Context: an optimization exercise on an open-source flow, tuned for small area and a short achievable clock period. The choices shown serve that exercise and are no tape-out recipe. The RTL was checked by simulation tests, not by an equivalence proof against the original design. The clock port is modelled as an ideal driver; clocking choices that lean on that would not hold on a real chip. Power and IR drop assume default switching activity.

== job 3497 ==
Design mult_28_pipe, start of the top module:
module mult_28_pipe #(
    parameter int          LOGQ  = 28,
    parameter int unsigned PRIME = 32'h0FFF_0001,
    parameter int          TAGW  = 8
) (
    input  logic                CLK,
    input  logic                RSTN,
    input  logic                EN,
    input  logic                IN_VALID,
    input  logic [LOGQ-1:0]     A,
    input  logic [LOGQ-1:0]     B,
    input  logic [TAGW-1:0]     IN_TAG,
    output logic                OUT_VALID,
    output logic [2*LOGQ-1:0]   PROD,
    output logic [TAGW-1:0]     OUT_TAG,
    output logic                BUSY,
    output logic                RANGE_ERR
);
Settings: LEC_CHECK=0, ABC_AREA=1, CAP_MARGIN=20, CORE_MARGIN=2, CORE_UTILIZATION=40, SETUP_SLACK_MARGIN=3.35, SLEW_MARGIN=20; clock period 6.5 ns.
standard.sh (not shown) runs the stock make flow with config.mk's settings and CLKGATE_MAP_FILE= SYNTH_SCRIPT=/design/flow/synth_recipe.tcl, a recipe that flattens the netlist after the stock synthesis.
==> flow/flow/run.sh <==
#!/bin/bash
set -euo pipefail
here=$(pwd)
# Modified copy of ORFS's synth.tcl
# The design is flattened only after extract_fa, which runs on the top module
# alone: the final carry-propagate adder (module mult_28_pipe_cpa) stays plain
# logic for ABC instead of ending in full-adder cells.
sed -e 's/synth -top $::env(DESIGN_NAME) -run fine: {\*}$synth_full_args/synth -top $::env(DESIGN_NAME) -run fine: -noabc {*}$synth_full_args/' \
    -e 's/^  synth -flatten -run :fine {\*}$synth_full_args/  synth -run :fine {*}$synth_full_args/' \
    -e 's/^  extract_fa {\*}\[dont_use_extract_fa_args\]$/  extract_fa {*}[dont_use_extract_fa_args] $::env(DESIGN_NAME)\n  flatten/' \
    "$FLOW_HOME/scripts/synth.tcl" > "$here/flow_synth.tcl"
grep -q -- '-run fine: -noabc' "$here/flow_synth.tcl"
grep -q -- '^  synth -run :fine' "$here/flow_synth.tcl"
grep -q -- 'dont_use_extract_fa_args\] $::env(DESIGN_NAME)' "$here/flow_synth.tcl"
# synth_recipe.tcl with the modified synth.tcl in place of ORFS's
sed "s#source \$::env(SCRIPTS_DIR)/synth.tcl#source $here/flow_synth.tcl#" \
    "$here/synth_recipe.tcl" > "$here/flow_synth_recipe.tcl"
grep -q "flow_synth.tcl" "$here/flow_synth_recipe.tcl"
# The platform's don't-use cells plus the weakest gate sizes (*_0, the same
# area as *_1) and the low-power clock inverters.
DONT_USE="sky130_fd_sc_hd__a2111oi_0 sky130_fd_sc_hd__a21boi_0 sky130_fd_sc_hd__and2_0 sky130_fd_sc_hd__o21ai_0 sky130_fd_sc_hd__o311ai_0 sky130_fd_sc_hd__or2_0 sky130_fd_sc_hd__clkinvlp_2 sky130_fd_sc_hd__clkinvlp_4 sky130_fd_sc_hd__probe_p_8 sky130_fd_sc_hd__probec_p_8 sky130_fd_sc_hd__lpflow_bleeder_1 sky130_fd_sc_hd__lpflow_clkbufkapwr_1 sky130_fd_sc_hd__lpflow_clkbufkapwr_16 sky130_fd_sc_hd__lpflow_clkbufkapwr_2 sky130_fd_sc_hd__lpflow_clkbufkapwr_4 sky130_fd_sc_hd__lpflow_clkbufkapwr_8 sky130_fd_sc_hd__lpflow_clkinvkapwr_1 sky130_fd_sc_hd__lpflow_clkinvkapwr_16 sky130_fd_sc_hd__lpflow_clkinvkapwr_2 sky130_fd_sc_hd__lpflow_clkinvkapwr_4 sky130_fd_sc_hd__lpflow_clkinvkapwr_8 sky130_fd_sc_hd__lpflow_decapkapwr_12 sky130_fd_sc_hd__lpflow_decapkapwr_3 sky130_fd_sc_hd__lpflow_decapkapwr_4 sky130_fd_sc_hd__lpflow_decapkapwr_6 sky130_fd_sc_hd__lpflow_decapkapwr_8 sky130_fd_sc_hd__lpflow_inputiso0n_1 sky130_fd_sc_hd__lpflow_inputiso0p_1 sky130_fd_sc_hd__lpflow_inputiso1n_1 sky130_fd_sc_hd__lpflow_inputiso1p_1 sky130_fd_sc_hd__lpflow_inputisolatch_1 sky130_fd_sc_hd__lpflow_isobufsrc_1 sky130_fd_sc_hd__lpflow_isobufsrc_16 sky130_fd_sc_hd__lpflow_isobufsrc_2 sky130_fd_sc_hd__lpflow_isobufsrc_4 sky130_fd_sc_hd__lpflow_isobufsrc_8 sky130_fd_sc_hd__lpflow_isobufsrckapwr_16 sky130_fd_sc_hd__lpflow_lsbuf_lh_hl_isowell_tap_1 sky130_fd_sc_hd__lpflow_lsbuf_lh_hl_isowell_tap_2 sky130_fd_sc_hd__lpflow_lsbuf_lh_hl_isowell_tap_4 sky130_fd_sc_hd__lpflow_lsbuf_lh_isowell_4 sky130_fd_sc_hd__lpflow_lsbuf_lh_isowell_tap_1 sky130_fd_sc_hd__lpflow_lsbuf_lh_isowell_tap_2 sky130_fd_sc_hd__lpflow_lsbuf_lh_isowell_tap_4"
# standard.sh with that synthesis script
sed -e "s#SYNTH_SCRIPT=$here/synth_recipe.tcl#SYNTH_SCRIPT=$here/flow_synth_recipe.tcl#" \
    -e "s#CLKGATE_MAP_FILE= #CLKGATE_MAP_FILE= MATCH_CELL_FOOTPRINT=0 DONT_USE_CELLS='$DONT_USE' #" \
    "$here/standard.sh" > "$here/flow_standard.sh"
grep -q "flow_synth_recipe.tcl" "$here/flow_standard.sh"
grep -q "MATCH_CELL_FOOTPRINT=0" "$here/flow_standard.sh"
export BUFFER_PORTS_ARGS="-buffer_cell sky130_fd_sc_hd__buf_1"
export CTS_ARGS="-sink_clustering_enable -repair_clock_nets -dont_use_dummy_load -buf_list {sky130_fd_sc_hd__clkbuf_4}"
bash "$here/flow_standard.sh" cts > "$here/flow_make_cts.log" 2>&1
RES="$here/orfs/results/sky130hd/mult_28_pipe/base" PLATFORM_DIR="$FLOW_HOME/platforms/sky130hd" \
SKEW_CELL2=sky130_fd_sc_hd__clkdlybuf4s18_1 SKEW_CELL3=sky130_fd_sc_hd__clkdlybuf4s50_1 \
    openroad -no_init -exit "$here/flow/skew.tcl" > "$here/flow_skew.log" 2>&1
bash "$here/flow_standard.sh" > "$here/flow_make.log" 2>&1
Other scripts of this flow, unchanged in this note and not shown: flow/flow/skew.tcl
Job 3497 did not stop at any stage, and its layout met the timing, design-rule and antenna checks.
What job 2346 does differently from job 3497 at the input level:
Settings: changing ABC_AREA from 1 to 0; changing SETUP_SLACK_MARGIN from 3.35 to 3.3.
Notes after the runs:
- Job 2346: PASS, flow complete, no timing, DRC or antenna violations
- Of the two values seen for worst setup path endpoint, r2_q[40]$_DFFE_PP_ was produced by job 3497 and r_p3[51]$_DFFE_PP_ by job 2346.
- Compared with job 3497, job 2346 shows critical path depth higher by 9.
- When the final numbers for job 3497 and job 2346 were put side by side, the required time reported for the critical path endpoint turned out to be smaller in job 2346.
- Re fraction of synthesized area in multiplexers: job 3497 and job 2346 aren't equal, and the higher value belongs to job 2346.
- Job 2346: post-layout worst setup margin 1.03 ns below job 3497
- Job 2346 vs job 3497: post-route total power up by a little under 10%
- Maximum VDD drop was higher in the run labelled job 3497.
- Looking at final instance area, job 2346 sits about 0.55% below job 3497.
- Die outline area came out lower on job 2346 than on job 3497.
- Taking job 3497 as the reference, in job 2346 switching power fell about 7%; wire length fell by 8.2%.


## old
mult_28_pipe, a different RTL version from the one above (not shown whole).
Size in the first run: ~2700 cells after synthesis, roughly 140 I/O pins, roughly 27000 sq um of cells after synthesis.
==> flow/config.mk <==
export PLATFORM = sky130hd
export DESIGN_NAME = mult_28_pipe
export DESIGN_NICKNAME = mult_28_pipe
export VERILOG_FILES = /design/flow/design.v
export SDC_FILE = /design/flow/constraint.sdc
export NUM_CORES = 4
export LEC_CHECK = 0
export ABC_AREA = 1
export CAP_MARGIN = 20
export CORE_MARGIN = 2
export CORE_UTILIZATION = 55
export PLACE_DENSITY = 0.7
export SETUP_SLACK_MARGIN = 3.0
export SLEW_MARGIN = 20
==> flow/constraint.sdc <==
create_clock -name core_clock -period 6.5 [get_ports {CLK}]
set_input_delay 1.3000 -clock core_clock [delete_from_list [all_inputs] [get_ports {CLK}]]
set_output_delay 1.3000 -clock core_clock [all_outputs]
set_load 0.01 [all_outputs]
==> flow/flow/run.sh <==
#!/bin/bash
# Own layout flow: the standard flow (standard.sh), except that synthesis
# runs ORFS's synth.tcl with Yosys's "synth -run fine:" given -noabc, so the
# generic ABC pass does not restructure the carry-save adders before
# extract_fa maps them onto full-adder cells (it otherwise leaves an inverter
# on many adder-to-adder nets). Port buffers are plain buf_1 cells instead of
# delay buffers, and clock tree synthesis adds no dummy loads and builds the
# tree from clkbuf_4. Gate resizing may change a cell's footprint
# (MATCH_CELL_FOOTPRINT=0). Everything else is the standard flow.
set -euo pipefail
here=$(pwd)
# Modified copy of ORFS's synth.tcl
sed 's/synth -top $::env(DESIGN_NAME) -run fine: {\*}$synth_full_args/synth -top $::env(DESIGN_NAME) -run fine: -noabc {*}$synth_full_args/' \
    "$FLOW_HOME/scripts/synth.tcl" > "$here/flow_synth.tcl"
grep -q -- '-run fine: -noabc' "$here/flow_synth.tcl"
# synth_recipe.tcl with the modified synth.tcl in place of ORFS's
sed "s#source \$::env(SCRIPTS_DIR)/synth.tcl#source $here/flow_synth.tcl#" \
    "$here/synth_recipe.tcl" > "$here/flow_synth_recipe.tcl"
grep -q "flow_synth.tcl" "$here/flow_synth_recipe.tcl"
# standard.sh with that synthesis script
sed -e "s#SYNTH_SCRIPT=$here/synth_recipe.tcl#SYNTH_SCRIPT=$here/flow_synth_recipe.tcl#" \
    -e "s#CLKGATE_MAP_FILE= #CLKGATE_MAP_FILE= MATCH_CELL_FOOTPRINT=0 #" \
    "$here/standard.sh" > "$here/flow_standard.sh"
grep -q "flow_synth_recipe.tcl" "$here/flow_standard.sh"
grep -q "MATCH_CELL_FOOTPRINT=0" "$here/flow_standard.sh"
export BUFFER_PORTS_ARGS="-buffer_cell sky130_fd_sc_hd__buf_1"
export CTS_ARGS="-sink_clustering_enable -repair_clock_nets -dont_use_dummy_load -buf_list {sky130_fd_sc_hd__clkbuf_4}"
bash "$here/flow_standard.sh" > "$here/flow_make.log" 2>&1
old: done, clean on timing, DRC and antenna
#### Input delta (new over old)
- a change of CORE_UTILIZATION from 55 to 40
- a change of SETUP_SLACK_MARGIN from 3.0 to 2.5
- a deleted PLACE_DENSITY that had been 0.7
-- flow/flow/run.sh --
<<< old, line 8
# tree from clkbuf_4. Gate resizing may change a cell's footprint
# (MATCH_CELL_FOOTPRINT=0). Everything else is the standard flow.
>>> new, line 8
# tree from clkbuf_4. Everything else is the standard flow.
<<< old, line 21
sed -e "s#SYNTH_SCRIPT=$here/synth_recipe.tcl#SYNTH_SCRIPT=$here/flow_synth_recipe.tcl#" \
    -e "s#CLKGATE_MAP_FILE= #CLKGATE_MAP_FILE= MATCH_CELL_FOOTPRINT=0 #" \
>>> new, line 20
sed "s#SYNTH_SCRIPT=$here/synth_recipe.tcl#SYNTH_SCRIPT=$here/flow_synth_recipe.tcl#" \
<<< old, line 25
grep -q "MATCH_CELL_FOOTPRINT=0" "$here/flow_standard.sh"
>>> new, line 23
==> run notes <==
Comparing old against new, there is no change at all in cell count after synthesis.
Looking at endpoint of the most critical setup path, the r2_q[67] result is from new; the r2_q[86] one comes from old.
Standby leakage power in new is about 4% below old.
new vs. old: portion of total power attributed to the clock network went up by 0.8 points.
Compared with old, new shows global-route wire length before repair that has gone down slightly.
new vs old — sequential share of layout area rose 1.1 points.
Comparing old and new, end-of-flow core utilization is higher on old.
In new, the combined global-route utilization of all metal layers came out 12 points below the value in old.
Per the comparison of new with old, worst setup slack has decreased, die height has increased, number of cell rows has increased.


Starting RTL as in the previous note.
Settings: LEC_CHECK=0, ABC_AREA=1, CAP_MARGIN=20, CORE_MARGIN=2, CORE_UTILIZATION=40, SETUP_SLACK_MARGIN=3.0, SLEW_MARGIN=20; clock period 6.5 ns.
==> flow/flow/run.sh <==
#!/bin/bash
# Own layout flow: the standard flow (standard.sh), except that synthesis
# runs ORFS's synth.tcl with Yosys's "synth -run fine:" given -noabc, so the
# generic ABC pass does not restructure the carry-save adders before
# extract_fa maps them onto full-adder cells (it otherwise leaves an inverter
# on many adder-to-adder nets). Everything else is the standard flow.
set -euo pipefail
here=$(pwd)
# Modified copy of ORFS's synth.tcl
sed 's/synth -top $::env(DESIGN_NAME) -run fine: {\*}$synth_full_args/synth -top $::env(DESIGN_NAME) -run fine: -noabc {*}$synth_full_args/' \
    "$FLOW_HOME/scripts/synth.tcl" > "$here/flow_synth.tcl"
grep -q -- '-run fine: -noabc' "$here/flow_synth.tcl"
# synth_recipe.tcl with the modified synth.tcl in place of ORFS's
sed "s#source \$::env(SCRIPTS_DIR)/synth.tcl#source $here/flow_synth.tcl#" \
    "$here/synth_recipe.tcl" > "$here/flow_synth_recipe.tcl"
grep -q "flow_synth.tcl" "$here/flow_synth_recipe.tcl"
# standard.sh with that synthesis script
sed "s#SYNTH_SCRIPT=$here/synth_recipe.tcl#SYNTH_SCRIPT=$here/flow_synth_recipe.tcl#" \
    "$here/standard.sh" > "$here/flow_standard.sh"
grep -q "flow_synth_recipe.tcl" "$here/flow_standard.sh"
bash "$here/flow_standard.sh" > "$here/flow_make.log" 2>&1
Change:
--- a/flow/flow/run.sh
+++ b/flow/flow/run.sh
@@ -6 +6,3 @@
-# on many adder-to-adder nets). Everything else is the standard flow.
+# on many adder-to-adder nets). Port buffers are plain buf_1 cells instead of
+# delay buffers, and clock tree synthesis adds no dummy loads and builds the
+# tree from clkbuf_4. Everything else is the standard flow.
@@ -20,0 +23,2 @@
+export BUFFER_PORTS_ARGS="-buffer_cell sky130_fd_sc_hd__buf_1"
+export CTS_ARGS="-sink_clustering_enable -repair_clock_nets -dont_use_dummy_load -buf_list {sky130_fd_sc_hd__clkbuf_4}"
Settings changed: SETUP_SLACK_MARGIN 3.0 to 3.5.
Routed wire length came out higher by 10%.
Combinational power rose by about 30%.
Die area does not change.
Via count goes up by 5.2%.
Worst setup slack improved by 220 ps.
Change:
--- a/flow/flow/run.sh
+++ b/flow/flow/run.sh
@@ -8 +8 @@
-# tree from clkbuf_4. Everything else is the standard flow.
+# tree from clkbuf_4/clkbuf_8. Everything else is the standard flow.
@@ -24 +24 @@
-export CTS_ARGS="-sink_clustering_enable -repair_clock_nets -dont_use_dummy_load -buf_list {sky130_fd_sc_hd__clkbuf_4}"
+export CTS_ARGS="-sink_clustering_enable -repair_clock_nets -dont_use_dummy_load -buf_list {sky130_fd_sc_hd__clkbuf_4 sky130_fd_sc_hd__clkbuf_8}"
Settings changed: SETUP_SLACK_MARGIN 3.5 to 3.0.
What happened:
- The new run ran to the end with no violations
- total power decreases by 18%
- wire length decreases by 5.4%
- worst hold slack improved by 78 ps
- cell count decreases by 4.4%
- sequential share of layout area increases by 3.5 points
- count of clock-buffer cells in the layout decreases by 30
- core utilization decreases by 5.9 points
- setup slack got worse by 200 ps
- global-route usage decreases by 1.7 points
- cell area decreases by 11%
- non-clock buffer count decreases by 134
Change:
--- a/flow/flow/run.sh
+++ b/flow/flow/run.sh
@@ -8 +8,2 @@
-# tree from clkbuf_4/clkbuf_8. Everything else is the standard flow.
+# tree from clkbuf_4. Gate resizing may change a cell's footprint
+# (MATCH_CELL_FOOTPRINT=0). Everything else is the standard flow.
@@ -20 +21,2 @@
-sed "s#SYNTH_SCRIPT=$here/synth_recipe.tcl#SYNTH_SCRIPT=$here/flow_synth_recipe.tcl#" \
+sed -e "s#SYNTH_SCRIPT=$here/synth_recipe.tcl#SYNTH_SCRIPT=$here/flow_synth_recipe.tcl#" \
+    -e "s#CLKGATE_MAP_FILE= #CLKGATE_MAP_FILE= MATCH_CELL_FOOTPRINT=0 #" \
@@ -22,0 +25 @@
+grep -q "MATCH_CELL_FOOTPRINT=0" "$here/flow_standard.sh"
@@ -24 +27 @@
-export CTS_ARGS="-sink_clustering_enable -repair_clock_nets -dont_use_dummy_load -buf_list {sky130_fd_sc_hd__clkbuf_4 sky130_fd_sc_hd__clkbuf_8}"
+export CTS_ARGS="-sink_clustering_enable -repair_clock_nets -dont_use_dummy_load -buf_list {sky130_fd_sc_hd__clkbuf_4}"
What happened: Total power came out lower by 2.0%; via count came out higher by 0.87%; worst hold slack got worse by 200 ps; final cell count came out higher by 1.3%; clock skew came out higher by 63 ps.

-- re-timing with driven ports --
The flow's constraints put no driver on any port. The routed layouts listed below were extracted and timed again, unchanged, in two steps. Step 1, drivers: a clkbuf_16 drives CLK and a buf_2 each remaining input, both assumed. Step 2, shift: input delay + t, output delay - t, t = (earliest + latest rising clock arrival at the registers) / 2. This alone moves slack from input paths to output paths. Slacks: ideal ports / drivers / drivers and shift; pairs: ideal ports / drivers.
run	t, ns	slack for setup (ns)	hold slack, ns	latest minus earliest clock arrival (ns)	slew at the worst register clock pin (ns)
job 3497	1.086	3.378 / 3.326 / 2.996	0.289 / 0.257 / 0.289	0.544 / 0.544	0.07 / 0.07
job 2346	1.097	2.351 / 2.351 / 2.351	0.195 / 0.195 / 0.195	0.583 / 0.583	0.07 / 0.07
old	0.865	2.905 / 2.905 / 2.488	0.237 / 0.226 / 0.418	0.146 / 0.146	0.07 / 0.07
new	0.929	2.476 / 2.476 / 2.476	0.215 / 0.175 / 0.417	0.109 / 0.109	0.08 / 0.08
the first run of note 3	0.636	2.926 / 2.926 / 2.568	0.416 / 0.416 / 0.416	0.032 / 0.032	0.07 / 0.07
the second run of note 3	0.873	3.147 / 3.147 / 2.873	0.328 / 0.291 / 0.418	0.109 / 0.109	0.07 / 0.07
the third run of note 3	0.704	2.949 / 2.949 / 2.586	0.406 / 0.406 / 0.406	0.047 / 0.047	0.06 / 0.06
the fourth run of note 3	0.938	2.967 / 2.967 / 2.596	0.204 / 0.162 / 0.417	0.111 / 0.110	0.07 / 0.07
In job 3497 and job 2346 the clock reaches the registers at very different times; t lies between them, and the last value is a rough guide only. The setup slack of old, which loses most, moves by 0.000 ns with the drivers and by -0.417 ns with both steps.
